This is an optimization exercise on Yosys and OpenROAD, whose aim is small area, not a production implementation.
Function was checked by simulation only, so behaviour that the tests miss may differ from the original.
No activity file was given, so power comes from the tool's default toggle rates.

==> design/flow/design.v <==
`timescale 1ns/1ns
package tg_cfg_pkg;
  typedef enum logic [2:0] {
    PAT_RANDOM     = 3'd0,
    PAT_COMPLEMENT = 3'd1,
    PAT_TRANSPOSE  = 3'd2,
    PAT_NEIGHBOR   = 3'd3,
    PAT_TORNADO    = 3'd4
  } pattern_e;
  localparam int RAND_W = 32;
  localparam int TXN_W = 16;
  localparam int STAT_W = 16;
  localparam logic [RAND_W-1:0] LFSR_RESET_SEED = 32'h0000_0001;
endpackage
`timescale 1ns/1ns
package tg_noc_pkg;
  typedef logic [1:0] coord_t;
  typedef logic [0:0] port_t;
  typedef enum logic [2:0] {
    DIR_N = 3'd0,
    DIR_S = 3'd1,
    DIR_E = 3'd2,
    DIR_W = 3'd3,
    DIR_L = 3'd4  
  } dir_e;
endpackage
`timescale 1ns/1ns
`timescale 1ns/1ns
`timescale 1ns/1ns
`timescale 1ns/1ns
module tg_aoi222 (
  input  logic a1,
  input  logic a2,
  input  logic b1,
  input  logic b2,
  input  logic c1,
  input  logic c2,
  output logic y
);
  assign y = ~((a1 & a2) | (b1 & b2) | (c1 & c2));
endmodule
module tg_aoi22 (
  input  logic a1,
  input  logic a2,
  input  logic b1,
  input  logic b2,
  output logic y
);
  assign y = ~((a1 & a2) | (b1 & b2));
endmodule
`timescale 1ns/1ns
module tg_traffic_gen_top #(
  parameter int MESH_X      = 4,
  parameter int MESH_Y      = 4,
  parameter int LOCAL_PORTS = 2,
  parameter int SENDER_NUM  = MESH_X * MESH_Y * LOCAL_PORTS,
  parameter int CREDIT_NUM  = 2,
  localparam int IDX_W      = (SENDER_NUM > 1) ? $clog2(SENDER_NUM) : 1
) (
  input  logic                          clk,
  input  logic                          rstn,
  input  logic                          run_i,
  input  logic                          seed_load_i,
  input  logic [tg_cfg_pkg::RAND_W-1:0] seed_src_i,
  input  logic [tg_cfg_pkg::RAND_W-1:0] seed_tgt_i,
  input  logic [2:0]                    pattern_i,
  input  logic [SENDER_NUM-1:0]         credit_return_i,
  input  logic [IDX_W-1:0]              stat_sel_i,
  output logic [SENDER_NUM-1:0]         test_vld_o,
  output tg_noc_pkg::coord_t            test_tgt_x_o,
  output tg_noc_pkg::coord_t            test_tgt_y_o,
  output tg_noc_pkg::port_t             test_tgt_port_o,
  output logic [2:0]                    test_route_o,
  output logic [tg_cfg_pkg::TXN_W-1:0]  test_txn_id_o,
  output logic [tg_cfg_pkg::STAT_W-1:0] gen_total_o,
  output logic [tg_cfg_pkg::STAT_W-1:0] sent_total_o,
  output logic [tg_cfg_pkg::STAT_W-1:0] stat_sent_o
);
  localparam int RW = tg_cfg_pkg::RAND_W;
  localparam int SW = tg_cfg_pkg::STAT_W;
  localparam int TW = tg_cfg_pkg::TXN_W;
  logic [RW-1:0] src_q;
  logic [RW-1:0] tgt_q;
  logic [RW-1:0] src_d, tgt_d;
  logic          lfsr_ld, lfsr_sh, lfsr_hd;
  assign lfsr_ld = seed_load_i;  
  assign lfsr_sh = !seed_load_i && run_i;
  assign lfsr_hd = !seed_load_i && !run_i;
  for (genvar i = 0; i < RW; i++) begin : g_lfsr
    logic src_in, tgt_in, src_n, tgt_n;
    if (i == 0) begin : g_fb
      assign src_in = src_q[31] ^ src_q[21] ^ src_q[1] ^ src_q[0];
      assign tgt_in = tgt_q[31] ^ tgt_q[21] ^ tgt_q[1] ^ tgt_q[0];
    end else begin : g_sh
      assign src_in = src_q[i-1];
      assign tgt_in = tgt_q[i-1];
    end
    tg_aoi222 u_src (
      .a1 (lfsr_ld), .a2 (seed_src_i[i]),
      .b1 (lfsr_sh), .b2 (src_in),
      .c1 (lfsr_hd), .c2 (src_q[i]),
      .y  (src_n)
    );
    tg_aoi222 u_tgt (
      .a1 (lfsr_ld), .a2 (seed_tgt_i[i]),
      .b1 (lfsr_sh), .b2 (tgt_in),
      .c1 (lfsr_hd), .c2 (tgt_q[i]),
      .y  (tgt_n)
    );
    assign src_d[i] = ~src_n;
    assign tgt_d[i] = ~tgt_n;
  end
  always_ff @(posedge clk or negedge rstn) begin
    if (!rstn) begin
      src_q <= tg_cfg_pkg::LFSR_RESET_SEED;
      tgt_q <= tg_cfg_pkg::LFSR_RESET_SEED;
    end else begin
      src_q <= src_d;
      tgt_q <= tgt_d;
    end
  end
  tg_noc_pkg::coord_t cx, cy, ctx, cty;
  logic               cport, ctport;
  assign cx     = src_q[1:0];
  assign cy     = src_q[30:29];
  assign cport  = src_q[0] ^ tgt_q[30];
  assign ctport = src_q[30] ^ tgt_q[0];
  always_comb begin
    case (pattern_i)
      3'd1: begin  
        ctx = 2'd3 - cx;
        cty = 2'd3 - cy;
      end
      3'd2: begin  
        ctx = cy;
        cty = cx;
      end
      3'd3, 3'd4: begin  
        ctx = cx + 2'd1;
        cty = cy;
      end
      default: begin  
        ctx = tgt_q[1:0];
        cty = tgt_q[30:29];
      end
    endcase
  end
  logic             live_q;
  logic [IDX_W-1:0] idx_q;
  logic [1:0]       tx_q, ty_q;
  logic             tport_q;
  logic [1:0]       sx, sy;
  logic             vld;
  logic             issue;
  logic [2:0]       route;
  always_ff @(posedge clk or negedge rstn) begin
    if (!rstn) begin
      live_q <= 1'b0;
    end else begin
      live_q <= 1'b1;
    end
  end
  always_ff @(posedge clk) begin
    idx_q   <= {cx, cy, cport};
    tx_q    <= ctx;
    ty_q    <= cty;
    tport_q <= ctport;
  end
  assign sx = idx_q[4:3];
  assign sy = idx_q[2:1];
  always_comb begin
    if (tx_q > sx) begin
      route = 3'd2;  
    end else if (tx_q < sx) begin
      route = 3'd3;  
    end else if (ty_q > sy) begin
      route = 3'd0;  
    end else if (ty_q < sy) begin
      route = 3'd1;  
    end else begin
      route = 3'd4;  
    end
  end
  assign vld = live_q && ((tx_q != sx) || (ty_q != sy));  
  logic [SENDER_NUM-1:0] out1_q;
  logic [SENDER_NUM-1:0] out2_q;
  assign issue = vld && !out2_q[idx_q];  
  always_comb begin
    test_vld_o = '0;
    if (issue) begin
      test_vld_o[idx_q] = 1'b1;
    end
  end
  always_ff @(posedge clk or negedge rstn) begin
    if (!rstn) begin
      out1_q <= '0;
      out2_q <= '0;
    end else begin
      out1_q <= test_vld_o | out2_q | (out1_q & ~credit_return_i);
      out2_q <= ~credit_return_i & (out2_q | (out1_q & test_vld_o));
    end
  end
  logic [TW-1:0] txn_q;       
  logic [SW-1:0] gen_q;       
  logic [SW-1:0] cnt_q [SENDER_NUM];
  logic [TW:0]   txn_cy;
  logic [SW:0]   gen_cy;
  assign txn_cy[0] = issue;
  assign gen_cy[0] = vld;  
  for (genvar i = 0; i < SW; i++) begin : g_tot
    assign txn_cy[i+1] = txn_cy[i] & txn_q[i];
    assign gen_cy[i+1] = gen_cy[i] & gen_q[i];
  end
  always_ff @(posedge clk or negedge rstn) begin
    if (!rstn) begin
      txn_q <= '0;
      gen_q <= '0;
    end else begin
      txn_q <= txn_q ^ txn_cy[TW-1:0];
      gen_q <= gen_q ^ gen_cy[SW-1:0];
    end
  end
  for (genvar s = 0; s < SENDER_NUM; s++) begin : g_cnt
    logic [SW:0] cyc;
    assign cyc[0] = test_vld_o[s];
    for (genvar i = 0; i < SW; i++) begin : g_bit
      assign cyc[i+1] = cyc[i] & cnt_q[s][i];
    end
    always_ff @(posedge clk or negedge rstn) begin
      if (!rstn) begin
        cnt_q[s] <= '0;
      end else begin
        cnt_q[s] <= cnt_q[s] ^ cyc[SW-1:0];
      end
    end
  end
  localparam int GRP = (SENDER_NUM + 2) / 3;
  logic [3*GRP-1:0]  sel_oh;
  logic [SW-1:0]     grp_n [GRP];
  logic [SW-1:0]     cnt_x [3*GRP];
  for (genvar s = 0; s < 3 * GRP; s++) begin : g_sel
    if (s < SENDER_NUM) begin : g_used
      assign sel_oh[s] = (stat_sel_i == IDX_W'(s));
      assign cnt_x[s]  = cnt_q[s];
    end else begin : g_pad
      assign sel_oh[s] = 1'b0;
      assign cnt_x[s]  = '0;
    end
  end
  for (genvar k = 0; k < GRP; k++) begin : g_grp
    for (genvar b = 0; b < SW; b++) begin : g_bit
      if (3 * k + 2 < SENDER_NUM) begin : g_three
        tg_aoi222 u_aoi (
          .a1 (sel_oh[3*k]),   .a2 (cnt_x[3*k][b]),
          .b1 (sel_oh[3*k+1]), .b2 (cnt_x[3*k+1][b]),
          .c1 (sel_oh[3*k+2]), .c2 (cnt_x[3*k+2][b]),
          .y  (grp_n[k][b])
        );
      end else begin : g_two
        tg_aoi22 u_aoi (
          .a1 (sel_oh[3*k]),   .a2 (cnt_x[3*k][b]),
          .b1 (sel_oh[3*k+1]), .b2 (cnt_x[3*k+1][b]),
          .y  (grp_n[k][b])
        );
      end
    end
  end
  always_comb begin
    stat_sent_o = '0;
    for (int k = 0; k < GRP; k++) begin
      stat_sent_o = stat_sent_o | ~grp_n[k];
    end
  end
  assign test_tgt_x_o    = tx_q;
  assign test_tgt_y_o    = ty_q;
  assign test_tgt_port_o = tport_q;
  assign test_route_o    = route;
  assign test_txn_id_o   = txn_q;
  assign gen_total_o     = gen_q;
  assign sent_total_o    = txn_q;
endmodule
==> design/flow/flow/run.sh <==
#!/bin/bash
# Standard ORFS layout, with the port buffers made from the smallest buffer
# cell instead of the delay cell buffer_ports picks by default.
set -euo pipefail
export BUFFER_PORTS_ARGS="-buffer_cell sky130_fd_sc_hd__buf_1"
bash standard.sh finish > standard.log 2>&1
==> design/flow/standard.sh <==
#!/bin/bash
# synth_recipe.tcl (not shown) runs the flow's synth.tcl, then flattens the netlist and writes it again
# the make line also repeats each setting of config.mk as NAME=value (left out here)
make -C /OpenROAD-flow-scripts/flow DESIGN_CONFIG=/design/flow/config.mk WORK_HOME=/design/flow/orfs CLKGATE_MAP_FILE= SYNTH_SCRIPT=/design/flow/synth_recipe.tcl "${@:-finish}"
==> design/flow/config.mk <==
export PLATFORM = sky130hd
export DESIGN_NAME = tg_traffic_gen_top
export DESIGN_NICKNAME = tg_traffic_gen_top
export VERILOG_FILES = /design/flow/design.v
export SDC_FILE = /design/flow/constraint.sdc
export NUM_CORES = 4
export LEC_CHECK = 0
export CAP_MARGIN = 20
export CORE_MARGIN = 2
export CORE_UTILIZATION = 65
export CTS_BUF_LIST = sky130_fd_sc_hd__clkbuf_8
export CTS_CLUSTER_DIAMETER = 60
export CTS_CLUSTER_SIZE = 20
export SLEW_MARGIN = 20
export SYNTH_HIERARCHICAL = 1
export SYNTH_MINIMUM_KEEP_SIZE = 0
==> design/flow/constraint.sdc <==
create_clock -name core_clock -period 5.5 [get_ports {clk}]
set_input_delay 1.1000 -clock core_clock [delete_from_list [all_inputs] [get_ports {clk}]]
set_output_delay 1.1000 -clock core_clock [all_outputs]
set_load 0.01 [all_outputs]
==> results of run 1 <==
==> how the worst max path moves through the flow <==
stage / endpoint / slack (ns) / depth (start not counted)
5_1_grt: cnt_q[11][15] / 0.002 / 22
3_5_place_dp: cnt_q[13][15] / 0.26 / 25
4_1_cts: cnt_q[13][15] / 0.23 / 25
2_1_floorplan: cnt_q[6][15] / 0.44 / 27
6_report: cnt_q[4][15] / 0.25 / 22
3_3_place_gp: cnt_q[13][15] / 0.30 / 25
==> cell families (layout without fill, tap and decap cells) <==
family | count (synthesis) | count (layout) | share of synthesized area, %
AOI/OAI and AO/OA | 346 | 346 | 11.2
adders and majority gates | 517 | 517 | 22.0
and+or+nand+nor | 262 | 262 | 4.72
other | 1 | 1 | 0.0127
xor gates and xnor gates | 43 | 43 | 1.28
muxes | 17 | 17 | 0.578
DFF | 683 | 683 | 57.9
buffers and inverters | 157 | 461 | 2.35
==> per-module statistics from Yosys (local to each module, per instance) <==
module	area [um2]	flops+latches	times used	cells
tg_aoi22	12.5	0	16	1
tg_aoi222	10.0	0	224	1
tg_traffic_gen_top	27000	683	1	1786
==> area by class of cell <==
class | count | area [um2] | share of cell area (%)
Clock inverter | 32 | 400 | 1.24
Tap cell | 592 | 741 | 2.29
Timing Repair Buffer | 273 | 1340 | 4.13
Inverter | 106 | 398 | 1.23
Sequential cell | 683 | 17000 | 52.7
Clock buffer | 50 | 688 | 2.13
Multi-Input combinational cell | 1186 | 11800 | 36.3
==> what timing repair did <==
action                                  CTS  global route
resized for setup                         0             1
buffers inserted                          0             0
endpoints found under the setup margin    0            11
==> through the flow <==
stage          util, %  hold WS (ns)
2_1_floorplan        -         0.437
3_3_place_gp      70.3         0.452
3_5_place_dp      70.3         0.455
4_1_cts           72.8         0.476
5_1_grt           72.9         0.488
6_report          72.9         0.474
==> state kept, by name, summed over array words and instances (netlist names), 5 cells and up <==
| signal | flops |
|---|---|
| cnt_q | 512 |
| gen_q | 16 |
| idx_q | 5 |
| out1_q | 32 |
| out2_q | 32 |
| src_q | 32 |
| tgt_q | 32 |
| txn_q | 16 |
==> report_power, final <==
| group | total [mW] | switching [mW] | internal [mW] |
|---|---|---|---|
| sequential | 5.51 | 0.200 | 5.31 |
| clock | 2.89 | 1.66 | 1.23 |
| combinational | 0.953 | 0.633 | 0.321 |
==> synthesized netlist by cell type (8+ instances only) <==
cell type	count
xor2_1	39
a222oi_1	224
nor3_1	35
clkbuf_1	16
o311ai_0	24
nor2b_1	8
ha_1	517
inv_1	106
mux2i_1	17
a21oi_1	12
nand2_1	23
dfxtp_1	10
dfrtp_1	671
buf_2	13
o41ai_1	27
nand4_1	48
nand2b_1	61
a22oi_2	16
a22oi_1	8
nor2_1	67
buf_4	21
==> layer usage <==
layer / part of all wire [%] / track usage, %
met1: 41 / 35.3
met2: 50 / 45.7
met3: 5.6 / 4.49
met4: 3.2 / 9.43
met5: 0 / 0
==> placed cells by master (no fill, tap or decap), types with 4 or more instances in the layout <==
cell / instances
dfrtp_1: 671
ha_1: 517
a222oi_1: 224
buf_1: 209
inv_1: 113
nand2b_1: 61
buf_4: 56
nor2_1: 51
clkbuf_8: 50
nand4_1: 48
xor2_1: 39
nor3_1: 35
o41ai_1: 27
o311ai_0: 24
nand2_1: 23
mux2i_1: 17
a22oi_2: 16
nor2_2: 15
a21oi_1: 12
dfxtp_1: 10
a22oi_1: 8
nor2b_1: 7
bufinv_16: 7
o32ai_1: 6
nand3_1: 6
inv_6: 6
buf_12: 6
o32a_1: 4
nand3b_1: 4
o31ai_1: 4
xnor2_1: 4
clkinv_4: 4
==> results.py, run 1 <==
metrics = {
    "worst_setup_path": {
        "crit_path_end_kind": "flop",
        "crit_path_frequent_cell": "ha_1",
        "cp-start-kind": "flop",
        "cpLargestDelayFamily": "adder cells",
        "rr_endpoint": "cnt_q[4][15]",
        "cp.required_ns": 6.04,
        "rr_worst_depth": 22,
        "crit_arrival_ns": 5.79,
        "crit_type": "reg2reg",
        "cpPeakStageDelay_ns": 0.60,
        "crit_buf_inv": 1,
        "crit_path_cell_trace": "inv_1 -> ha_1 -> o21ai_0 -> o32a_1 -> o32a_1 -> nor3_1 -> ha_1 -> ha_1 -> ha_1 -> ha_1 -> ha_1 -> ha_1 -> ha_1 -> ha_1 -> ha_1 -> ha_1 -> ha_1 -> ha_1 -> ha_1 -> ha_1 -> ha_1 -> xor2_1",
        "crit_start": "idx_q[1]",
        "ff2ff_setup_slack_ns": 0.25,
        "path_max_fanout": 12,
        "cp_slowest_cell": "dfxtp_1",
        "r2r_start": "idx_q[1]",
    },
    "timing": {
        "clock.fmax_ghz": 0.190,
        "min_period_ns": 5.25,
        "drv_slew": 0,
        "post-route-period-util_pct": 95.5,
        "setup_slack_ns": 0.250,
        "timing.final.hold_violations": 0,
        "tightest_slew_ns": 0.839,
        "setup_tns_ns": 0,
        "timing.slew.headroom_pct": 44.0,
        "setup_viol": 0,
        "fin_worst_skew_ns": 0.0309,
        "rsz0062_at_grt": "false",
    },
    "min_path": {
        "hp-class": "reg2reg",
        "worstHoldStart": "cnt_q[12][15]",
        "hold_depth": 1,
        "hold_end": "cnt_q[12][15]",
    },
    "synthesis": {
        "yosys.area.top_type": "dfrtp_1",
        "ys_ff_latch": 683,
        "post_synth.cell_area_avg_um2": 14.5,
        "yosys_warnings": 12,
        "synth_cell_type_count": 46,
        "syn_nets": 2651,
        "async_flop_share_pct": 98.5,
        "ys_top_cells_by_area": "dfrtp_1 57%, ha_1 22%, a222oi_1 7.6%, inv_1 1.4%, nand2b_1 1.3%",
        "synth_top_area_share_pct": 57.0,
        "yosysSeqAreaShare_pct": 57.9,
        "mappedNetlistArea_um2": 29400,
        "synthCells": 2026,
        "synth_enable_flop_cells": 0,
        "synthFlopType": "dfrtp_1",
    },
    "drt": {
        "ant_nets": 0,
        "drt_wl_total_um": 61300,
        "first_iter_violations": 2368,
        "wl_per_cell_um": 21.0,
        "firstDrtPassIters": 9,
        "num_vias": 18600,
        "drc_errors": 0,
        "viasPerCell": 6.36,
    },
    "floorplanning": {
        "core_region_area_um2": 44400,
        "die-area_um2": 47000,
        "rows": 77,
        "ios": 212,
        "die-width_um": 217,
        "start_util_pct": 66.3,
        "fp.dieH_um": 217,
    },
    "final_layout": {
        "final_cell_area_um2": 32400,
        "stdcell_count": 2922,
        "fin_nets": 2922,
        "fillCellCount": 3058,
        "area_growth_pct": 9.94,
        "antennaDiodeCount": 0,
        "drive_gt1_share_pct": 7.73,
    },
    "global_route": {
        "grt_usage_pct": 26.9,
        "grt_overflow": 0,
        "grt_antenna_before_repair": 0,
        "grt_pass1_wl_um": 100000,
        "grt_pass1_vias": 19200,
        "grt_max_degree": 139,
    },
    "power_and_ir_drop": {
        "ir_drop_mv": 0.323,
        "p_per_area_nw_per_um2": 289,
        "total_power_mw": 9.35,
        "p_leak_nw": 18.2,
    },
    "clock_network": {
        "cts_root_buf": "clkbuf_8",
        "cts_buffers": 47,
        "clk_latency_ns": 0.66,
        "clk_pin_slew_ns": 0.12,
        "cts_tree": "built",
        "clock_sinks": 683,
        "htree_levels": 2,
        "cts_hold_buf": 0,
        "cts.path.max_buffers": 3,
    },
    "place": {
        "pre_cts_slack_ns": 0.260,
        "dp_cells": 2840,
        "routabilityCongestion": 0.864,
        "post_dp_cell_area_um2": 31200,
        "dpl.hpwl_um": 46500,
        "port_buffers": 211,
    },
    "run_status": {
        "status": "finished clean",
    },
    "run": {
        "cap_violations": 0,
    },
}
==> run 2: changes to the inputs <==
==> design/flow/flow/run.sh (replaced) <==
#!/bin/bash
# Standard ORFS layout, with the port buffers made from the smallest buffer
# cell instead of the delay cell buffer_ports picks by default, and with
# power recovery (downsizing cells on paths with positive slack) after
# global routing.
set -euo pipefail
export BUFFER_PORTS_ARGS="-buffer_cell sky130_fd_sc_hd__buf_1"
export RECOVER_POWER=100
bash standard.sh finish > standard.log 2>&1
--- a/design/flow/config.mk
+++ b/design/flow/config.mk
@@ -7,10 +7,10 @@
 export LEC_CHECK = 0
 export CAP_MARGIN = 20
 export CORE_MARGIN = 2
-export CORE_UTILIZATION = 65
+export CORE_UTILIZATION = 40
 export CTS_BUF_LIST = sky130_fd_sc_hd__clkbuf_8
-export CTS_CLUSTER_DIAMETER = 60
-export CTS_CLUSTER_SIZE = 20
+export CTS_CLUSTER_DIAMETER = 80
+export CTS_CLUSTER_SIZE = 16
 export SLEW_MARGIN = 20
 export SYNTH_HIERARCHICAL = 1
 export SYNTH_MINIMUM_KEEP_SIZE = 0
==> run 2 against run 1 <==
- now fails the layout checks on max-capacitance violations, max-slew violations
- clock power shrank 16%
- combinational power grew 2.5%
- critical endpoint is now cnt_q[20][15]
- area after synthesis is the same
- count of clock-buffer cells in the layout grew 1
- final area grew 0.26%
- global-route usage shrank 9.6 points
==> results.py, run 2 <==
metrics = {
    "run_status": {
        "status": "failed layout checks",
        "so_faults": "max-capacitance violations, max-slew violations",
    },
    "clock_network": {
        "cts_buffers": 48,
        "htree_levels": 2,
        "cts.path.max_buffers": 3,
        "clk_pin_slew_ns": 0.10,
        "clk_latency_ns": 0.67,
        "cts_tree": "built",
        "cts_root_buf": "clkbuf_8",
        "clock_sinks": 683,
    },
    "synthesis": {
        "synth_cell_type_count": 46,
        "synthCells": 2026,
        "synth_top_area_share_pct": 57.0,
        "syn_nets": 2651,
        "synth_enable_flop_cells": 0,
        "post_synth.cell_area_avg_um2": 14.5,
        "yosys.area.top_type": "dfrtp_1",
        "yosysMostFrequentCell": "dfrtp_1",
        "yosys_warnings": 12,
        "async_flop_share_pct": 98.5,
        "yosysSeqAreaShare_pct": 57.9,
        "ys_ff_latch": 683,
        "ys_top_cells_by_area": "dfrtp_1 57%, ha_1 22%, a222oi_1 7.6%, inv_1 1.4%, nand2b_1 1.3%",
        "yosys-top-cells-count": "671 x dfrtp_1, 517 x ha_1, 224 x a222oi_1",
        "mappedNetlistArea_um2": 29400,
        "synthFlopType": "dfrtp_1",
    },
    "place": {
        "dp_cells": 3197,
        "routabilityCongestion": 0.873,
        "dpl.hpwl_um": 49300,
        "pre_cts_slack_ns": 0.164,
        "port_buffers": 211,
        "post_dp_cell_area_um2": 31600,
    },
    "power_and_ir_drop": {
        "p_per_area_nw_per_um2": 275,
        "ir_drop_mv": 0.185,
        "p_leak_nw": 18.0,
    },
    "worst_setup_path": {
        "rr_endpoint": "cnt_q[20][15]",
        "r2r_start": "idx_q[1]",
        "rr_worst_depth": 23,
        "path_max_fanout": 12,
        "cp.required_ns": 6.04,
        "cp-start-kind": "flop",
        "crit_path_end_kind": "flop",
        "crit_type": "reg2reg",
        "ff2ff_setup_slack_ns": 0.23,
        "crit_arrival_ns": 5.81,
    },
    "global_route": {
        "grt_usage_pct": 17.3,
        "grt_pass1_wl_um": 104000,
        "grt_pass1_vias": 19300,
        "grt_overflow": 0,
        "grt_max_degree": 146,
        "grt_antenna_before_repair": 1,
    },
    "floorplanning": {
        "die-area_um2": 75800,
        "core_region_area_um2": 73000,
        "ios": 212,
        "start_util_pct": 40.3,
        "die-width_um": 275,
        "fp.dieH_um": 275,
        "rows": 99,
    },
    "timing": {
        "fin_worst_skew_ns": 0.0376,
        "min_period_ns": 5.27,
        "rsz0062_at_grt": "false",
        "timing.slew.headroom_pct": -81.3,
        "setup_viol": 0,
        "setup_slack_ns": 0.227,
        "tightest_slew_ns": 2.72,
        "post-route-period-util_pct": 95.9,
        "setup_tns_ns": 0,
        "drv_slew": 342,
        "timing.final.hold_violations": 0,
        "clock.fmax_ghz": 0.190,
    },
    "final_layout": {
        "fin_nets": 2917,
        "drive_gt1_share_pct": 6.31,
        "largest_register": "cnt_q",
        "mostFrequentLayoutCells": "671 x dfrtp_1, 517 x ha_1, 224 x a222oi_1, 206 x buf_1, 125 x inv_1",
        "final_cell_area_um2": 32400,
        "largest_register_ffs": 512,
        "stdcell_count": 3275,
        "layout_commonest_cell": "dfrtp_1",
        "area_growth_pct": 10.2,
        "final_util_pct": 44.5,
    },
    "min_path": {
        "hold_end": "cnt_q[27][15]",
        "hold_depth": 1,
        "hp-class": "reg2reg",
        "worstHoldStart": "cnt_q[27][15]",
    },
    "drt": {
        "ant_nets": 0,
        "first_iter_violations": 1905,
        "firstDrtPassIters": 6,
        "drc_errors": 0,
        "drt_wl_total_um": 64900,
        "wl_per_cell_um": 19.8,
        "viasPerCell": 5.57,
        "num_vias": 18200,
    },
    "run": {
        "cap_violations": 6,
    },
}
## run 2: cell counts after synthesis
Identical to the previous run, type by type.
## run 2: timing repair
action / 4_1_cts / 5_1_grt
resized for setup: 0 / 5
endpoints found under the setup margin: 0 / 21
setup buffers: 0 / 2
hold buffers: 0 / 0
endpoints found under the hold margin: 0 / 0
## run 2: per-layer routing
layer  GRT usage [%]  part of all wire, %  vias up
met5               0                    0        -
met4            6.33                  3.3        0
met3            3.44                  5.9      110
met2            29.2                   48      523
met1            22.1                   42     9199
li1                -                    -     8404
## run 2: cells by family (layout without fill, tap and decap cells)
group	Yosys count	count (layout)	share of synthesized area, %
and+or+nand+nor	262	262	4.72
buffers and inverters	157	445	2.35
adders and majority gates	517	517	22.0
other	1	3	0.0127
DFF	683	683	57.9
muxes	17	17	0.578
xor gates and xnor gates	43	43	1.28
AOI/OAI and AO/OA	346	346	11.2
## run 2: stage by stage
step                power (mW)  hold slack (ns)
global placement          6.52            0.453
global route              9.40            0.490
CTS                       9.04            0.376
detailed placement        6.58            0.458
floorplan                 6.12            0.437
finish                    8.91            0.468
## run 2: critical path: stages (launching register included)
cell and delay (ns):
dfxtp_1 0.57, inv_1 0.14, ha_1 0.27, o21ai_0 0.13, o32a_1 0.19, o32a_1 0.52
nor3_1 0.19, buf_4 0.19, ha_1 0.17, ha_1 0.18, ha_1 0.19, ha_1 0.19
ha_1 0.18, ha_1 0.18, ha_1 0.18, ha_1 0.19, ha_1 0.18, ha_1 0.18
ha_1 0.19, ha_1 0.19, ha_1 0.18, ha_1 0.19, ha_1 0.19, xor2_1 0.16
## run 2: cell type report
class / instances / area (um2)
Multi-Input combinational cell: 1186 / 11800
Tap cell: 959 / 1200
Clock inverter: 21 / 85.1
Timing Repair Buffer: 267 / 1220
Antenna cell: 2 / 5.00
Inverter: 106 / 398
Clock buffer: 51 / 702
Fill cell: 6620 / 40500
Sequential cell: 683 / 17000
## run 2: report_power, final
part	switching [mW]	total, mW	internal, mW
Combinational	0.656	0.977	0.322
Clock	1.58	2.43	0.852
Sequential	0.195	5.50	5.31
## run 2: worst max-delay path by stage
stage | startpoint | endpoint | slack (ns)
finish | idx_q[1] | cnt_q[20][15] | 0.23
CTS | idx_q[1] | cnt_q[6][15] | 0.13
global route | idx_q[4] | cnt_q[21][15] | 0.01
global placement | idx_q[1] | cnt_q[6][15] | 0.27
detailed placement | idx_q[0] | cnt_q[6][15] | 0.16
floorplan | idx_q[2] | cnt_q[6][15] | 0.44
## run 2: per-module statistics from Yosys (local to each module, per instance)
module	area [um2]	cells inside
tg_aoi222	10.0	1
tg_aoi22	12.5	1
tg_traffic_gen_top	27000	1786
==> run 3: changes to the inputs <==
==> design/flow/flow/run.sh (replaced) <==
#!/bin/bash
# Standard ORFS layout, with the port buffers made from the smallest buffer
# cell instead of the delay cell buffer_ports picks by default, and a clock
# tree without dummy balancing loads.
set -euo pipefail
export BUFFER_PORTS_ARGS="-buffer_cell sky130_fd_sc_hd__buf_1"
export CTS_ARGS="-sink_clustering_enable -repair_clock_nets -sink_clustering_size 16 -sink_clustering_max_diameter 80 -buf_list sky130_fd_sc_hd__clkbuf_8 -dont_use_dummy_load"
bash standard.sh finish > standard.log 2>&1
==> run 3 against run 2 <==
- now clean on timing, DRC and antenna
- critical path depth unchanged
- largest cell class unchanged
- wire length grew 0.32%
- non-clock buffer count unchanged
- combinational power rose by 2%
- count of clock-buffer cells in the layout shrank 3
- via count shrank 0.32%
- register-to-register slack better by 0.04 ns
- cell count decreased by 0.73%
- total power down 1.2%
==> results.py, run 3 <==
metrics = {
    "run_status": {
        "status": "finished clean",
    },
    "final_layout": {
        "final_util_pct": 44.4,
        "stdcell_count": 3251,
        "area_growth_pct": 10.1,
        "drive_gt1_share_pct": 7.07,
        "mostFrequentLayoutCells": "671 x dfrtp_1, 517 x ha_1, 224 x a222oi_1, 209 x buf_1, 106 x inv_1",
        "fin_nets": 2917,
        "final_cell_area_um2": 32400,
        "largest_register_ffs": 512,
        "layout_commonest_cell": "dfrtp_1",
        "largest_register": "cnt_q",
    },
    "drt": {
        "wl_per_cell_um": 20.0,
        "drt_wl_total_um": 65100,
        "firstDrtPassIters": 6,
        "viasPerCell": 5.59,
        "drc_errors": 0,
        "first_iter_violations": 1859,
        "ant_nets": 0,
        "num_vias": 18200,
    },
    "worst_setup_path": {
        "crit_buf_inv": 2,
        "crit_arrival_ns": 5.75,
        "cpLargestDelayFamily": "adder cells",
        "rr_worst_depth": 23,
        "cp-start-kind": "flop",
        "cp.required_ns": 6.02,
        "crit_path_frequent_cell": "ha_1",
        "rr_endpoint": "cnt_q[6][15]",
        "path_max_fanout": 18,
        "cp_slowest_cell": "dfxtp_1",
        "crit_type": "reg2reg",
        "cpPeakStageDelay_ns": 0.39,
        "ff2ff_setup_slack_ns": 0.27,
        "r2r_start": "idx_q[0]",
        "crit_path_end_kind": "flop",
        "crit_path_cell_trace": "buf_6 -> mux2i_1 -> a22oi_1 -> a21oi_1 -> nor4_4 -> clkbuf_16 -> nor3_1 -> ha_1 -> ha_1 -> ha_1 -> ha_1 -> ha_1 -> ha_1 -> ha_1 -> ha_1 -> ha_1 -> ha_1 -> ha_1 -> ha_1 -> ha_1 -> ha_1 -> ha_1 -> xor2_1",
    },
    "global_route": {
        "grt_overflow": 0,
        "grt_pass1_vias": 19300,
        "grt_usage_pct": 17.3,
        "grt_pass1_wl_um": 104000,
        "grt_max_degree": 146,
        "grt_antenna_before_repair": 1,
    },
    "power_and_ir_drop": {
        "p_per_area_nw_per_um2": 272,
        "p_leak_nw": 18.0,
        "ir_drop_mv": 0.173,
    },
    "clock_network": {
        "cts_hold_buf": 0,
        "cts.path.max_buffers": 3,
        "clk_pin_slew_ns": 0.10,
        "htree_levels": 2,
        "clk_latency_ns": 0.67,
        "cts_tree": "built",
        "clock_sinks": 683,
        "cts_buffers": 48,
        "cts_root_buf": "clkbuf_8",
    },
    "synthesis": {
        "yosys-top-cells-count": "671 x dfrtp_1, 517 x ha_1, 224 x a222oi_1",
        "synthFlopType": "dfrtp_1",
        "yosys.area.top_type": "dfrtp_1",
        "ys_top_cells_by_area": "dfrtp_1 57%, ha_1 22%, a222oi_1 7.6%, inv_1 1.4%, nand2b_1 1.3%",
        "async_flop_share_pct": 98.5,
        "synth_cell_type_count": 46,
        "synth_enable_flop_cells": 0,
        "yosysMostFrequentCell": "dfrtp_1",
        "ys_ff_latch": 683,
        "yosysSeqAreaShare_pct": 57.9,
        "mappedNetlistArea_um2": 29400,
        "synth_top_area_share_pct": 57.0,
        "yosys_warnings": 12,
        "syn_nets": 2651,
        "synthCells": 2026,
        "post_synth.cell_area_avg_um2": 14.5,
    },
    "place": {
        "pre_cts_slack_ns": 0.164,
        "post_dp_cell_area_um2": 31600,
        "dp_cells": 3197,
        "port_buffers": 211,
        "routabilityCongestion": 0.873,
        "dpl.hpwl_um": 49300,
    },
    "timing": {
        "min_period_ns": 5.23,
        "whs_ns": 0.435,
        "timing.slew.headroom_pct": 46.9,
        "post-route-period-util_pct": 95.1,
        "setup_viol": 0,
        "setup_slack_ns": 0.269,
        "clock.fmax_ghz": 0.191,
        "timing.final.hold_violations": 0,
        "drv_slew": 0,
        "tightest_slew_ns": 0.795,
        "fin_worst_skew_ns": 0.0577,
    },
    "floorplanning": {
        "ios": 212,
        "die-width_um": 275,
        "fp.dieH_um": 275,
        "core_region_area_um2": 73000,
        "die-area_um2": 75800,
        "start_util_pct": 40.3,
        "rows": 99,
    },
    "min_path": {
        "hp-class": "in2async",
    },
    "run": {
        "cap_violations": 0,
    },
}
## run 3: cell types whose count changed in the layout (fill, tap and decap cells not counted), sizes merged
cell | previous run | this run
clkbuf | 79 | 51
inv | 126 | 106
buf | 239 | 264
clkinv | 1 | 0
## run 3: stage by stage
step / TNS, ns / power, mW
3_5_place_dp: 0 / 6.58
6_report: 0 / 8.81
4_1_cts: 0 / 8.93
2_1_floorplan: 0 / 6.12
3_3_place_gp: 0 / 6.52
5_1_grt: -0.0202 / 9.29
## run 3: modules after synthesis, one instance, submodules excluded
| module | copies in the design | area [um2] |
|---|---|---|
| tg_aoi22 | 16 | 12.5 |
| tg_traffic_gen_top | 1 | 27000 |
| tg_aoi222 | 224 | 10.0 |
## run 3: logic make-up after synthesis
| kind of cell | count (synthesis) | synth area share, % |
|---|---|---|
| other | 1 | 0.0127 |
| and+or+nand+nor | 262 | 4.72 |
| buffers and inverters | 157 | 2.35 |
| AOI/OAI and AO/OA | 346 | 11.2 |
| adders and majority gates | 517 | 22.0 |
| xor gates and xnor gates | 43 | 1.28 |
| DFF | 683 | 57.9 |
| muxes | 17 | 0.578 |
## run 3: repair_timing
item | 4_1_cts | 5_1_grt
gates resized for setup | 0 | 6
setup buffers | 0 | 2
endpoints found under the setup margin | 0 | 24
## run 3: worst max-delay path by stage
stage / slack (ns) / cells past startpoint / to / from
floorplan: 0.44 / 27 / cnt_q[6][15] / idx_q[2]
global placement: 0.27 / 22 / cnt_q[6][15] / idx_q[1]
detailed placement: 0.16 / 23 / cnt_q[6][15] / idx_q[0]
CTS: 0.10 / 22 / cnt_q[6][15] / idx_q[1]
global route: -0.02 / 23 / cnt_q[6][15] / idx_q[0]
finish: 0.27 / 23 / cnt_q[6][15] / idx_q[0]
## run 3: area by class of cell
type                       instances  area, um2
inverter                         106        398
antenna                            2       5.00
tap                              959       1200
sequential                       683      17000
multi-input combinational       1186      11800
fill                            6603      40500
clock buffer                      48        661
timing repair buffer             267       1320
## run 3: worst register-to-register path: cells and delay by family (launching register included)
kind            cells  cell delay [ns]
buf+inv             2             0.46
compound gates      2             0.35
fa+ha+maj          15             3.08
xor+xnor            1             0.16
flops               1             0.39
mux                 1             0.12
simple gates        2             0.50
## run 3: report_power, final
group          internal [mW]  switching [mW]  leakage (nW)
clock network          0.784            1.53         0.345
logic                  0.335           0.661          8.31
registers               5.31           0.194          9.31
total                   6.43            2.38          18.0
## run 3: layer usage
metal	GRT usage, %	wire length [um]
met1	22.0	27500
met2	29.4	31700
met3	3.11	3710
met4	6.61	2200
met5	0	0
==> run 4: changes to the inputs <==
--- a/design/flow/config.mk
+++ b/design/flow/config.mk
@@ -11,6 +11,7 @@
 export CTS_BUF_LIST = sky130_fd_sc_hd__clkbuf_8
 export CTS_CLUSTER_DIAMETER = 80
 export CTS_CLUSTER_SIZE = 16
+export GPL_TIMING_DRIVEN = 0
 export SLEW_MARGIN = 20
 export SYNTH_HIERARCHICAL = 1
 export SYNTH_MINIMUM_KEEP_SIZE = 0
==> run 4 against run 3 <==
- sequential cell count is the same
- critical path type unchanged
- wire length is 1.5% higher
- area after synthesis did not move
- clock power barely moved
==> results.py, run 4 <==
metrics = {
    "run_status": {
        "status": "finished clean",
    },
    "floorplanning": {
        "die-area_um2": 75800,
        "rows": 99,
        "core_region_area_um2": 73000,
        "ios": 212,
        "die-width_um": 275,
        "start_util_pct": 40.3,
        "fp.dieH_um": 275,
    },
    "timing": {
        "fin_worst_skew_ns": 0.111,
        "setup_viol": 0,
        "tightest_slew_ns": 0.827,
        "drv_slew": 0,
        "rsz0062_at_grt": "true",
        "post-route-period-util_pct": 97.3,
        "min_period_ns": 5.35,
        "timing.slew.headroom_pct": 44.8,
        "clock.fmax_ghz": 0.187,
        "timing.final.hold_violations": 0,
    },
    "drt": {
        "viasPerCell": 5.63,
        "first_iter_violations": 1898,
        "firstDrtPassIters": 10,
        "ant_nets": 0,
        "drc_errors": 0,
        "wl_per_cell_um": 20.1,
        "drt_wl_total_um": 66100,
        "num_vias": 18500,
    },
    "synthesis": {
        "async_flop_share_pct": 98.5,
        "synth_enable_flop_cells": 0,
        "synthCells": 2026,
        "yosysMostFrequentCell": "dfrtp_1",
        "ys_top_cells_by_area": "dfrtp_1 57%, ha_1 22%, a222oi_1 7.6%, inv_1 1.4%, nand2b_1 1.3%",
        "synthFlopType": "dfrtp_1",
        "ys_ff_latch": 683,
        "yosys-top-cells-count": "671 x dfrtp_1, 517 x ha_1, 224 x a222oi_1",
        "synth_cell_type_count": 46,
        "synth_top_area_share_pct": 57.0,
        "yosysSeqAreaShare_pct": 57.9,
        "syn_nets": 2651,
        "mappedNetlistArea_um2": 29400,
        "post_synth.cell_area_avg_um2": 14.5,
        "yosys.area.top_type": "dfrtp_1",
        "yosys_warnings": 12,
    },
    "power_and_ir_drop": {
        "p_per_area_nw_per_um2": 272,
        "p_leak_nw": 18.2,
        "ir_drop_mv": 0.187,
    },
    "min_path": {
        "hp-class": "in2async",
    },
    "clock_network": {
        "cts_root_buf": "clkbuf_8",
        "clk_pin_slew_ns": 0.10,
        "cts_tree": "built",
        "cts_buffers": 49,
        "clk_latency_ns": 0.70,
        "cts.path.max_buffers": 3,
        "clock_sinks": 683,
        "htree_levels": 2,
    },
    "place": {
        "routabilityCongestion": 0.874,
        "dp_cells": 3228,
        "port_buffers": 209,
        "dpl.hpwl_um": 51000,
    },
    "final_layout": {
        "mostFrequentLayoutCells": "671 x dfrtp_1, 488 x ha_1, 224 x a222oi_1, 207 x buf_1, 106 x inv_1",
        "largest_register_ffs": 512,
        "fin_nets": 2955,
        "area_growth_pct": 13.0,
        "final_util_pct": 45.6,
        "layout_commonest_cell": "dfrtp_1",
        "stdcell_count": 3289,
        "largest_register": "cnt_q",
        "drive_gt1_share_pct": 11.0,
    },
    "worst_setup_path": {
        "r2r_start": "idx_q[0]",
        "path_max_fanout": 10,
        "cp.required_ns": 6.06,
        "crit_start": "idx_q[0]",
        "ff2ff_setup_slack_ns": 0.15,
        "cp-start-kind": "flop",
        "crit_type": "reg2reg",
        "cp_slowest_cell": "nor4_4",
        "crit_path_end_kind": "flop",
        "crit_path_frequent_cell": "ha_1",
        "rr_endpoint": "cnt_q[1][15]",
        "crit_arrival_ns": 5.91,
        "crit_path_end": "cnt_q[1][15]",
        "cpPeakStageDelay_ns": 0.39,
        "rr_worst_depth": 25,
    },
    "global_route": {
        "grt_usage_pct": 17.6,
        "grt_pass1_vias": 19200,
        "grt_pass1_wl_um": 107000,
        "grt_max_degree": 41,
        "grt_overflow": 0,
        "grt_antenna_before_repair": 1,
    },
    "run": {
        "cap_violations": 0,
    },
}
run 4: layout make-up:
class	count	area, um2
fillers	6569	39700
flip-flops and latches	683	17000
clock buffers	49	674
plain buffers	45	352
well taps	959	1200
repair buffers	259	1520
multi-input cells	1186	12100
inverters	106	398
diodes	2	5.00
run 4: through the flow:
stage               area (um2)  total power [mW]  setup WS [ns]  hold slack (ns)  setup TNS (ns)
floorplan                29400              6.12          0.436            0.437               0
global placement         31400              6.57         -30.98            0.451               -
finish                   33300              9.04          0.151            0.351               0
global route             33300              9.50        -0.0295            0.315         -0.0518
detailed placement       32100              6.66          -1.10            0.453          -40.94
CTS                      32800              9.07       -0.00435            0.297        -0.00435
run 4: kinds of logic (layout without fill, tap and decap cells):
| group | after synthesis | in the layout | synth area share (%) |
|---|---|---|---|
| XOR/XNOR | 43 | 43 | 1.28 |
| AND/OR/NAND/NOR | 262 | 262 | 4.72 |
| AO/OA/AOI/OAI | 346 | 346 | 11.2 |
| multiplexers | 17 | 17 | 0.578 |
| adder cells (fa/ha/maj) | 517 | 517 | 22.0 |
| buffers and inverters | 157 | 459 | 2.35 |
| flip-flops | 683 | 683 | 57.9 |
| other | 1 | 3 | 0.0127 |
run 4: metal layers:
layer  part of all wire (%)  global-route usage, %
met1                     43                   23.6
met2                     49                   29.3
met3                    6.1                   3.09
met4                    2.3                   4.86
met5                      0                      0
run 4: where the power goes:
group | total (mW) | internal, mW | switching, mW | leakage [nW]
Combinational | 1.20 | 0.454 | 0.743 | 8.55
Clock | 2.34 | 0.799 | 1.54 | 0.352
Sequential | 5.51 | 5.31 | 0.199 | 9.31
Total | 9.04 | 6.56 | 2.48 | 18.2
run 4: modules after synthesis (local to each module, per instance):
| module | times used | cells |
|---|---|---|
| tg_aoi222 | 224 | 1 |
| tg_aoi22 | 16 | 1 |
| tg_traffic_gen_top | 1 | 1786 |
run 4: worst min path at each step:
stage,endpoint,slack [ns],cells past startpoint
CTS,cnt_q[17][15],0.30,1
finish,cnt_q[17][15],0.35,1
detailed placement,cnt_q[7][15],0.45,1
global route,cnt_q[17][15],0.31,1
global placement,cnt_q[18][15],0.45,1
floorplan,cnt_q[0][15],0.44,1
run 4: critical path: cells and delay by family (launching register included):
family	cells	cell delay [ns]
flip-flops	1	0.37
buffers and inverters	4	0.64
XOR/XNOR	1	0.16
multiplexers	1	0.15
AO/OA/AOI/OAI	2	0.34
AND/OR/NAND/NOR	2	0.47
adder cells (fa/ha/maj)	15	3.04
run 4: repair_timing:
| action | CTS | global route |
|---|---|---|
| resized for setup | 33 | 77 |
| hold buffers | 0 | 0 |
| buffers inserted | 2 | 13 |
| gates cloned | 0 | 1 |
| pin swaps | 1 | 7 |
| setup endpoints to repair | 129 | 52 |
==> run 5: changes to the inputs <==
==> design/flow/config.mk (replaced) <==
export PLATFORM = sky130hd
export DESIGN_NAME = tg_traffic_gen_top
export DESIGN_NICKNAME = tg_traffic_gen_top
export VERILOG_FILES = /design/flow/design.v
export SDC_FILE = /design/flow/constraint.sdc
export NUM_CORES = 4
export LEC_CHECK = 0
export CAP_MARGIN = 5
export CORE_MARGIN = 2
export CORE_UTILIZATION = 40
export CTS_BUF_LIST = sky130_fd_sc_hd__clkbuf_8
export CTS_CLUSTER_DIAMETER = 80
export CTS_CLUSTER_SIZE = 16
export SLEW_MARGIN = 5
export SYNTH_HIERARCHICAL = 1
export SYNTH_MINIMUM_KEEP_SIZE = 0
==> run 5 against run 4 <==
- clock skew fell by 0.023 ns
- register-to-register slack improved by 0.11 ns
- final area down 2.8%
- still clean
- global-route usage is 0.15 points lower
- critical path type unchanged
- utilization shrank 1.3 points
- clock power is essentially flat
- sequential cell count did not move
- setup slack improved by 0.11 ns
- sequential power hardly changed
- cell count shrank 1.2%
==> results.py, run 5 <==
metrics = {
    "floorplanning": {
        "rows": 99,
        "die-width_um": 275,
        "ios": 212,
        "core_region_area_um2": 73000,
        "start_util_pct": 40.3,
        "die-area_um2": 75800,
        "fp.dieH_um": 275,
    },
    "final_layout": {
        "stdcell_count": 3250,
        "drive_gt1_share_pct": 6.11,
        "fin_nets": 2917,
        "area_growth_pct": 9.85,
        "fillCellCount": 6612,
        "mostFrequentLayoutCells": "671 x dfrtp_1, 517 x ha_1, 224 x a222oi_1, 209 x buf_1, 106 x inv_1",
        "largest_register": "cnt_q",
        "largest_register_ffs": 512,
        "layout_commonest_cell": "dfrtp_1",
    },
    "drt": {
        "ant_nets": 0,
        "num_vias": 18200,
        "viasPerCell": 5.61,
        "wl_per_cell_um": 20.1,
        "first_iter_violations": 1948,
        "drt_wl_total_um": 65200,
        "firstDrtPassIters": 8,
        "drc_errors": 0,
    },
    "global_route": {
        "use_met3_pct": 3.42,
        "grt_overflow": 0,
        "top_usage_layer": "met2",
        "met1_usage_pct": 22.4,
        "grt_antenna_before_repair": 1,
        "met2_usage_pct": 29.1,
        "grt_pass1_wl_um": 105000,
        "grt_usage_pct": 17.4,
        "grt_pass1_vias": 19400,
        "grt_max_degree": 146,
    },
    "synthesis": {
        "synth_cell_type_count": 46,
        "ys_top_cells_by_area": "dfrtp_1 57%, ha_1 22%, a222oi_1 7.6%, inv_1 1.4%, nand2b_1 1.3%",
        "async_flop_share_pct": 98.5,
        "synthFlopType": "dfrtp_1",
        "synth_top_family_by_area": "adder cells",
        "yosysMostFrequentCell": "dfrtp_1",
        "mappedNetlistArea_um2": 29400,
        "ys_ff_latch": 683,
        "muxShareOfSynthArea_pct": 0.578,
        "synth-simple-area-share_pct": 4.72,
        "synthCells": 2026,
        "yosys-top-cells-count": "671 x dfrtp_1, 517 x ha_1, 224 x a222oi_1",
        "synth_enable_flop_cells": 0,
        "syn_nets": 2651,
        "synth_fa_ha_area_share_pct": 22.0,
        "yosysSeqAreaShare_pct": 57.9,
        "synth_xor_area_share_pct": 1.28,
        "yosys_warnings": 12,
        "synth_compound_area_share_pct": 11.2,
        "yosys.area.top_type": "dfrtp_1",
        "post_synth.cell_area_avg_um2": 14.5,
        "synth_top_area_share_pct": 57.0,
    },
    "timing": {
        "fin_worst_skew_ns": 0.0877,
        "tightest_slew_ns": 1.30,
        "timing.final.hold_violations": 0,
        "setup_tns_ns": 0,
        "timing.slew.headroom_pct": 12.7,
        "min_period_ns": 5.24,
        "drv_slew": 0,
        "post-route-period-util_pct": 95.3,
        "setup_viol": 0,
        "clock.fmax_ghz": 0.191,
        "rsz0062_at_grt": "false",
    },
    "clock_network": {
        "htree_levels": 2,
        "clk_latency_ns": 0.67,
        "cts_hold_buf": 0,
        "cts_tree": "built",
        "cts_buffers": 48,
        "clk_pin_slew_ns": 0.11,
        "cts_root_buf": "clkbuf_8",
        "clock_sinks": 683,
        "cts.path.max_buffers": 3,
    },
    "worst_setup_path": {
        "cpLargestDelayFamily": "adder cells",
        "crit_cells": 23,
        "cp-start-kind": "flop",
        "crit_path_end_kind": "flop",
        "cp.required_ns": 5.99,
        "crit_arrival_ns": 5.73,
        "cp_slowest_cell": "o32a_1",
        "path_max_fanout": 12,
        "crit_buf_inv": 2,
        "crit_type": "reg2reg",
        "crit_path_frequent_cell": "ha_1",
        "rr_worst_depth": 23,
        "crit_path_cell_trace": "inv_1 -> ha_1 -> o21ai_0 -> o32a_1 -> o32a_1 -> nor3_1 -> buf_4 -> ha_1 -> ha_1 -> ha_1 -> ha_1 -> ha_1 -> ha_1 -> ha_1 -> ha_1 -> ha_1 -> ha_1 -> ha_1 -> ha_1 -> ha_1 -> ha_1 -> ha_1 -> xor2_1",
        "cpPeakStageDelay_ns": 0.56,
    },
    "place": {
        "dpl.hpwl_um": 49000,
        "port_buffers": 211,
        "routabilityCongestion": 0.873,
        "dp_cells": 3196,
    },
    "power_and_ir_drop": {
        "p_per_area_nw_per_um2": 273,
        "ir_drop_mv": 0.199,
        "p_leak_nw": 18.0,
    },
    "run": {
        "cap_violations": 0,
    },
    "min_path": {
        "hp-class": "reg2reg",
        "hold_depth": 1,
    },
    "run_status": {
        "status": "finished clean",
    },
}
[run 5: cell counts after synthesis]
Identical to the previous run, type by type.
[run 5: logic make-up after synthesis]
group / Yosys count
compound gates: 346
xor+xnor: 43
fa+ha+maj: 517
buf+inv: 157
flops: 683
mux: 17
other cells: 1
simple gates: 262
[run 5: what timing repair did]
item,4_1_cts,5_1_grt
buffers inserted,0,3
gates resized for setup,0,6
setup endpoints to repair,0,35
[run 5: modules after synthesis (local to each module, per instance)]
module              area (um2)  cells  copies in the design
tg_aoi222                 10.0      1                   224
tg_traffic_gen_top       27000   1786                     1
tg_aoi22                  12.5      1                    16
[run 5: layer usage]
layer  share of wire, %  routed length, um  vias to the layer above
met5                  0                  0                        -
met4                3.9               2570                        0
met3                5.8               3810                      131
met2                 48              31200                      509
met1                 42              27600                     9209
li1                   -                  -                     8372
[run 5: area by class of cell]
cell class / count / area (um2) / area share, %
antenna: 1 / 2.50 / 0.00774
tap: 959 / 1200 / 3.71
timing repair buffer: 267 / 1300 / 4.01
multi-input combinational: 1186 / 11700 / 36.3
clock buffer: 48 / 661 / 2.04
sequential: 683 / 17000 / 52.7
inverter: 106 / 398 / 1.23
[run 5: path summary, 6_finish.rpt]
| check | startpoint | to | slack (ns) |
|---|---|---|---|
| max | idx_q[1] | cnt_q[20][15] | 0.26 |
| min | cnt_q[27][15] | cnt_q[27][15] | 0.47 |
| max reg2reg | idx_q[1] | cnt_q[20][15] | 0.26 |
| min reg2reg | cnt_q[27][15] | cnt_q[27][15] | 0.47 |
| max in group asynchronous | rstn | cnt_q[28][2] | 3.46 |
| min in group asynchronous | rstn | cnt_q[10][4] | 0.70 |
[run 5: report_power, final]
part / total, mW / internal (mW) / switching [mW]
combinational: 0.998 / 0.335 / 0.663
sequential: 5.50 / 5.31 / 0.193
clock: 2.32 / 0.784 / 1.53
[run 5: through the flow]
stage | hold WS (ns) | cell area (um2) | worst slack, ns | power, mW | utilization (%)
after CTS | 0.477 | 32300 | 0.0434 | 8.94 | 44.2
final | 0.469 | 32300 | 0.260 | 8.82 | 44.3
after detailed placement | 0.457 | 31600 | 0.152 | 6.58 | 43.3
after floorplan | 0.437 | 29400 | 0.436 | 6.12 | -
after global placement | 0.453 | 31600 | 0.271 | 6.52 | 43.3
after global routing | 0.485 | 32300 | 0.0292 | 9.30 | 44.3
==> run 6: changes to the inputs <==
==> design/flow/flow/run.sh (replaced) <==
#!/bin/bash
# Standard ORFS layout, with the port buffers made from the smallest buffer
# cell instead of the delay cell buffer_ports picks by default.
set -euo pipefail
export BUFFER_PORTS_ARGS="-buffer_cell sky130_fd_sc_hd__buf_1"
bash standard.sh finish > standard.log 2>&1
--- a/design/flow/config.mk
+++ b/design/flow/config.mk
@@ -5,12 +5,12 @@
 export SDC_FILE = /design/flow/constraint.sdc
 export NUM_CORES = 4
 export LEC_CHECK = 0
-export CAP_MARGIN = 5
+export CAP_MARGIN = 20
 export CORE_MARGIN = 2
 export CORE_UTILIZATION = 40
 export CTS_BUF_LIST = sky130_fd_sc_hd__clkbuf_8
 export CTS_CLUSTER_DIAMETER = 80
 export CTS_CLUSTER_SIZE = 16
-export SLEW_MARGIN = 5
+export SLEW_MARGIN = 20
 export SYNTH_HIERARCHICAL = 1
 export SYNTH_MINIMUM_KEEP_SIZE = 0
==> run 6 against run 5 <==
- highest routed layer unchanged
- still clean on timing, DRC and antenna
- count of clock-buffer cells in the layout up 3
- area after synthesis unchanged
- wire length down 0.26%
- largest cell class unchanged
==> results.py, run 6 <==
metrics = {
    "clock_network": {
        "htree_levels": 2,
        "clock_sinks": 683,
        "cts_root_buf": "clkbuf_8",
        "cts.path.max_buffers": 3,
        "clk_latency_ns": 0.67,
        "cts_tree": "built",
        "clk_pin_slew_ns": 0.10,
        "cts_buffers": 48,
    },
    "power_and_ir_drop": {
        "ir_drop_mv": 0.185,
        "power_frac_comb_pct": 11.1,
        "p_leak_nw": 18.1,
        "switching_share_pct": 27.3,
        "intPower_mw": 6.49,
        "seq_power_share_pct": 61.6,
        "p_clk_share_pct": 27.2,
        "p_switching_mw": 2.43,
        "total_power_mw": 8.93,
        "p_per_area_nw_per_um2": 274,
    },
    "final_layout": {
        "fin_nets": 2917,
        "mostFrequentLayoutCells": "671 x dfrtp_1, 517 x ha_1, 224 x a222oi_1, 209 x buf_1, 125 x inv_1",
        "multi_input_area_um2": 11800,
        "largest_register": "cnt_q",
        "area_growth_pct": 10.6,
        "largest_register_ffs": 512,
        "drive_gt1_share_pct": 7.17,
        "layout_commonest_cell": "dfrtp_1",
        "fillCellCount": 6598,
        "stdcell_count": 3275,
        "final_cell_area_um2": 32500,
        "seq_area_um2": 17000,
    },
    "floorplanning": {
        "ios": 212,
        "die-width_um": 275,
        "die-area_um2": 75800,
        "fp.dieH_um": 275,
        "core_region_area_um2": 73000,
        "rows": 99,
        "start_util_pct": 40.3,
    },
    "synthesis": {
        "ys_top_cells_by_area": "dfrtp_1 57%, ha_1 22%, a222oi_1 7.6%, inv_1 1.4%, nand2b_1 1.3%",
        "yosysSeqAreaShare_pct": 57.9,
        "synth_enable_flop_cells": 0,
        "yosys_warnings": 12,
        "yosys.area.top_type": "dfrtp_1",
        "yosysMostFrequentCell": "dfrtp_1",
        "yosys-top-cells-count": "671 x dfrtp_1, 517 x ha_1, 224 x a222oi_1",
        "synthCells": 2026,
        "synth_top_area_share_pct": 57.0,
        "ys_ff_latch": 683,
        "synthFlopType": "dfrtp_1",
        "post_synth.cell_area_avg_um2": 14.5,
        "synth_cell_type_count": 46,
        "syn_nets": 2651,
        "async_flop_share_pct": 98.5,
        "mappedNetlistArea_um2": 29400,
    },
    "timing": {
        "clock.fmax_ghz": 0.190,
        "rsz0062_at_grt": "false",
        "fin_worst_skew_ns": 0.0382,
        "drv_slew": 0,
        "timing.slew.headroom_pct": 45.6,
        "whs_ns": 0.431,
        "post-route-period-util_pct": 95.8,
        "setup_tns_ns": 0,
        "timing.final.hold_violations": 0,
        "min_period_ns": 5.27,
        "tightest_slew_ns": 0.815,
        "setup_viol": 0,
    },
    "drt": {
        "drt_wl_total_um": 65000,
        "num_vias": 18200,
        "ant_nets": 0,
        "first_iter_violations": 2010,
        "drc_errors": 0,
        "firstDrtPassIters": 7,
        "wl_per_cell_um": 19.8,
        "viasPerCell": 5.57,
    },
    "worst_setup_path": {
        "cp.required_ns": 6.04,
        "ff2ff_setup_slack_ns": 0.23,
        "path_max_fanout": 12,
        "r2r_start": "idx_q[1]",
        "crit_arrival_ns": 5.81,
        "cp-start-kind": "flop",
        "crit_path_end_kind": "flop",
        "crit_path_end": "cnt_q[20][15]",
        "rr_endpoint": "cnt_q[20][15]",
        "crit_start": "idx_q[1]",
        "crit_type": "reg2reg",
        "rr_worst_depth": 23,
    },
    "place": {
        "port_buffers": 211,
        "routabilityCongestion": 0.873,
        "post_dp_cell_area_um2": 31600,
        "dpl.hpwl_um": 49300,
        "dp_cells": 3197,
    },
    "global_route": {
        "grt_max_degree": 146,
        "grt_pass1_wl_um": 104000,
        "grt_usage_pct": 17.3,
        "grt_antenna_before_repair": 1,
        "grt_pass1_vias": 19300,
        "grt_overflow": 0,
    },
    "min_path": {
        "hp-class": "in2async",
    },
    "run": {
        "cap_violations": 0,
    },
    "run_status": {
        "status": "finished clean",
    },
}
==> run 6: cells by family after synthesis <==
kind of cell | share of synthesized area, %
buf+inv | 2.35
simple gates | 4.72
compound gates | 11.2
fa+ha+maj | 22.0
mux | 0.578
xor+xnor | 1.28
other cells | 0.0127
flops | 57.9
==> run 6: routing by layer <==
layer | routed length, um | up-vias | share of wire [%] | global-route usage (%)
met1 | 27600 | 9201 | 42 | 22.1
met3 | 3810 | 112 | 5.9 | 3.44
li1 | - | 8412 | - | -
met4 | 2190 | 0 | 3.4 | 6.33
met5 | 0 | - | 0 | 0
met2 | 31400 | 512 | 48 | 29.2
==> run 6: timing repair <==
item | CTS | global route
resized for setup | 0 | 5
hold buffers | 0 | 0
endpoints found under the setup margin | 0 | 21
setup buffers | 0 | 2
hold endpoints to repair | 0 | 0
==> run 6: critical path: stages (launching register included) <==
cell and delay (ns):
dfxtp_1 0.57, inv_1 0.14, ha_1 0.28, o21ai_0 0.13
o32a_1 0.19, o32a_1 0.52, nor3_1 0.18, buf_4 0.19
ha_1 0.17, ha_1 0.18, ha_1 0.19, ha_1 0.19
ha_1 0.18, ha_1 0.18, ha_1 0.18, ha_1 0.19
ha_1 0.18, ha_1 0.18, ha_1 0.19, ha_1 0.19
ha_1 0.18, ha_1 0.19, ha_1 0.19, xor2_1 0.16
==> run 6: worst min-delay path by stage <==
stage / slack [ns] / start / to
2_1_floorplan: 0.44 / cnt_q[0][15] / cnt_q[0][15]
3_3_place_gp: 0.45 / cnt_q[6][15] / cnt_q[6][15]
3_5_place_dp: 0.46 / cnt_q[8][15] / cnt_q[8][15]
4_1_cts: 0.38 / rstn / cnt_q[14][6]
5_1_grt: 0.39 / rstn / cnt_q[14][6]
6_report: 0.43 / rstn / cnt_q[14][6]
==> run 6: final cells by class <==
class                      count  area share, %
clock buffer                  51           2.16
tap                          959           3.69
clock inverter                21          0.261
multi-input combinational   1186           36.2
antenna                        2         0.0154
inverter                     106           1.22
timing repair buffer         267           4.04
sequential                   683           52.4
==> run 6: modules after synthesis (local to each module, per instance) <==
| module | times used | area, um2 | flops+latches |
|---|---|---|---|
| tg_traffic_gen_top | 1 | 27000 | 683 |
| tg_aoi22 | 16 | 12.5 | 0 |
| tg_aoi222 | 224 | 10.0 | 0 |
==> run 6: power by group through the flow <==
stage / logic [mW] / registers, mW / clock network (mW)
2_1_floorplan: 0.547 / 5.57 / 0
3_3_place_gp: 0.934 / 5.59 / 0
3_5_place_dp: 0.977 / 5.60 / 0
4_1_cts: 0.980 / 5.50 / 2.56
5_1_grt: 1.12 / 5.54 / 2.75
6_report: 0.994 / 5.50 / 2.43
==> run 6: through the flow <==
step,utilization [%],setup slack (ns)
finish,44.6,0.232
CTS,44.4,0.132
detailed placement,43.4,0.164
global route,44.6,0.0132
global placement,43.3,0.271
floorplan,-,0.436
==> run 7: changes to the inputs <==
==> design/flow/flow/run.sh (replaced) <==
#!/bin/bash
# Standard ORFS layout, with the port buffers made from the smallest buffer
# cell instead of the delay cell buffer_ports picks by default, and a clock
# tree without dummy balancing loads.
set -euo pipefail
export BUFFER_PORTS_ARGS="-buffer_cell sky130_fd_sc_hd__buf_1"
export CTS_ARGS="-sink_clustering_enable -repair_clock_nets -sink_clustering_size 18 -sink_clustering_max_diameter 90 -buf_list sky130_fd_sc_hd__clkbuf_8 -dont_use_dummy_load"
bash standard.sh finish > standard.log 2>&1
--- a/design/flow/config.mk
+++ b/design/flow/config.mk
@@ -9,8 +9,8 @@
 export CORE_MARGIN = 2
 export CORE_UTILIZATION = 40
 export CTS_BUF_LIST = sky130_fd_sc_hd__clkbuf_8
-export CTS_CLUSTER_DIAMETER = 80
-export CTS_CLUSTER_SIZE = 16
+export CTS_CLUSTER_DIAMETER = 90
+export CTS_CLUSTER_SIZE = 18
 export SLEW_MARGIN = 20
 export SYNTH_HIERARCHICAL = 1
 export SYNTH_MINIMUM_KEEP_SIZE = 0
==> run 7 against run 6 <==
- still clean on timing, DRC and antenna
- final area is 0.56% lower
- hold slack got worse by 0.0023 ns
- synthesized cell count stayed put
- wire length down 0.44%
- setup slack better by 0.041 ns
- count of clock-buffer cells in the layout fell by 7
==> results.py, run 7 <==
metrics = {
    "run_status": {
        "status": "finished clean",
    },
    "synthesis": {
        "syn_nets": 2651,
        "synth_compound_area_share_pct": 11.2,
        "async_flop_share_pct": 98.5,
        "synth_enable_flop_cells": 0,
        "synth_cell_type_count": 46,
        "synth_top_family_by_area": "adder cells",
        "yosys_warnings": 12,
        "synth_fa_ha_area_share_pct": 22.0,
        "muxShareOfSynthArea_pct": 0.578,
        "post_synth.cell_area_avg_um2": 14.5,
        "yosysSeqAreaShare_pct": 57.9,
        "synth-simple-area-share_pct": 4.72,
        "synthFlopType": "dfrtp_1",
        "yosysMostFrequentCell": "dfrtp_1",
        "ys_top_cells_by_area": "dfrtp_1 57%, ha_1 22%, a222oi_1 7.6%, inv_1 1.4%, nand2b_1 1.3%",
    },
    "worst_setup_path": {
        "cp_slowest_cell": "dfxtp_1",
        "crit_arrival_ns": 5.73,
        "rr_worst_depth": 23,
        "crit_path_cell_trace": "buf_6 -> mux2i_1 -> a22oi_1 -> a21oi_1 -> nor4_4 -> clkbuf_16 -> nor3_1 -> ha_1 -> ha_1 -> ha_1 -> ha_1 -> ha_1 -> ha_1 -> ha_1 -> ha_1 -> ha_1 -> ha_1 -> ha_1 -> ha_1 -> ha_1 -> ha_1 -> ha_1 -> xor2_1",
        "crit_path_end": "cnt_q[6][15]",
        "rr_endpoint": "cnt_q[6][15]",
        "crit_path_frequent_cell": "ha_1",
        "crit_type": "reg2reg",
        "path_max_fanout": 18,
        "cp-start-kind": "flop",
        "crit_path_end_kind": "flop",
        "cp.required_ns": 6.01,
    },
    "final_layout": {
        "largest_register": "cnt_q",
        "stdcell_count": 3246,
        "layout_commonest_cell": "dfrtp_1",
        "drive_gt1_share_pct": 6.91,
        "fin_nets": 2913,
    },
    "clock_network": {
        "clk_latency_ns": 0.66,
        "clock_sinks": 683,
        "clk_pin_slew_ns": 0.11,
        "cts_buffers": 44,
        "cts_root_buf": "clkbuf_8",
        "cts_hold_buf": 0,
        "cts_tree": "built",
        "cts.path.max_buffers": 3,
        "htree_levels": 2,
    },
    "drt": {
        "ant_nets": 0,
        "wl_per_cell_um": 19.9,
        "first_iter_violations": 2045,
        "num_vias": 18200,
        "drt_wl_total_um": 64700,
        "drc_errors": 0,
    },
    "power_and_ir_drop": {
        "ir_drop_mv": 0.214,
        "p_leak_nw": 17.9,
        "p_per_area_nw_per_um2": 270,
    },
    "global_route": {
        "grt_overflow": 0,
        "grt_antenna_before_repair": 1,
        "grt_pass1_wl_um": 104000,
        "grt_max_degree": 146,
        "grt_usage_pct": 17.3,
    },
    "place": {
        "dp_cells": 3197,
        "pre_cts_slack_ns": 0.164,
    },
    "floorplanning": {
        "die-area_um2": 75800,
        "fp.dieH_um": 275,
        "start_util_pct": 40.3,
        "core_region_area_um2": 73000,
    },
    "timing": {
        "drv_slew": 0,
        "timing.slew.headroom_pct": 45.9,
        "post-route-period-util_pct": 95.0,
        "setup_viol": 0,
        "tightest_slew_ns": 0.811,
        "clock.fmax_ghz": 0.191,
        "fin_worst_skew_ns": 0.0682,
        "setup_slack_ns": 0.272,
    },
    "run": {
        "cap_violations": 0,
    },
}
run 7: cell counts after synthesis:
Identical to the previous run, type by type.
run 7: area by class of cell:
| cell class | instances | area (um2) | share of cell area [%] |
|---|---|---|---|
| multi-input cells | 1186 | 11800 | 36.4 |
| diodes | 1 | 2.50 | 0.00773 |
| inverters | 106 | 398 | 1.23 |
| clock buffers | 44 | 606 | 1.87 |
| repair buffers | 267 | 1320 | 4.07 |
| flip-flops and latches | 683 | 17000 | 52.7 |
| well taps | 959 | 1200 | 3.71 |
run 7: metal layers:
metal / vias up / share of wire (%) / global-route usage, %
met5: - / 0 / 0
met4: 0 / 3.5 / 6.26
met3: 108 / 6.0 / 3.43
met2: 510 / 49 / 29.2
met1: 9224 / 42 / 22.0
li1: 8375 / - / -
run 7: kinds of logic after synthesis:
logic type	after synthesis
DFF	683
and+or+nand+nor	262
muxes	17
AOI/OAI and AO/OA	346
buffers and inverters	157
xor gates and xnor gates	43
other	1
adders and majority gates	517
run 7: repair_timing:
item                                    4_1_cts  5_1_grt
endpoints found under the setup margin        0       20
buffers inserted                              0        2
gates resized for setup                       0        6
run 7: how the worst min path moves through the flow:
| stage | startpoint | end | slack (ns) |
|---|---|---|---|
| 2_1_floorplan | cnt_q[0][15] | cnt_q[0][15] | 0.44 |
| 3_3_place_gp | cnt_q[6][15] | cnt_q[6][15] | 0.45 |
| 3_5_place_dp | cnt_q[8][15] | cnt_q[8][15] | 0.46 |
| 4_1_cts | rstn | cnt_q[2][6] | 0.37 |
| 5_1_grt | rstn | cnt_q[14][6] | 0.40 |
| 6_report | rstn | cnt_q[14][6] | 0.43 |
run 7: Yosys stat by module, one instance, submodules excluded:
module | cells | flops+latches | times used | area, um2
tg_aoi22 | 1 | 0 | 16 | 12.5
tg_aoi222 | 1 | 0 | 224 | 10.0
tg_traffic_gen_top | 1786 | 683 | 1 | 27000
run 7: power by group:
group	switching (mW)	internal, mW	leakage, nW
Sequential	0.196	5.31	9.31
Combinational	0.662	0.335	8.31
Clock	1.50	0.723	0.316
run 7: metrics by stage:
stage	TNS [ns]	hold slack [ns]	utilization, %	total power, mW	instance area (um2)
after CTS	0	0.370	44.2	8.84	32200
after global routing	-0.0231	0.398	44.4	9.20	32400
after detailed placement	0	0.458	43.4	6.58	31600
after global placement	0	0.453	43.3	6.52	31600
after floorplan	0	0.437	-	6.12	29400
final	0	0.429	44.4	8.72	32400
run 7: critical path: cells and delay by family (launching register included):
family	cells	cell delay, ns
xor+xnor	1	0.16
fa+ha+maj	15	3.09
flops	1	0.40
simple gates	2	0.50
buf+inv	2	0.46
compound gates	2	0.35
mux	1	0.11

separate check: timing with driven ports:
In the flow no input, the clock included, has a driving cell. The finished layouts below were timed again as built, in two steps. Step 1 sets driving cells, clkbuf_16 on the clock port and buf_2 on the other inputs (assumed; they add their load-dependent delay and slew). Step 2, shift: input delay + t, output delay - t, t = (earliest + latest rising clock arrival at the registers) / 2. This alone moves slack from input paths to output paths. Three values: ideal ports, drivers, drivers and shift; two values: the first two.
run | shift t [ns] | setup slack, ns | worst setup path at the end
run 1 | 0.707 | 0.250 / 0.250 / 0.250 | register to register
run 2 | 0.712 | 0.227 / 0.227 / 0.227 | register to register
run 3 | 0.698 | 0.269 / 0.269 / 0.269 | register to register
run 4 | 0.701 | 0.151 / 0.151 / 0.151 | register to register
run 5 | 0.684 | 0.260 / 0.260 / 0.260 | register to register
run 6 | 0.710 | 0.232 / 0.232 / 0.232 | register to register
run 7 | 0.691 | 0.272 / 0.272 / 0.272 | register to register
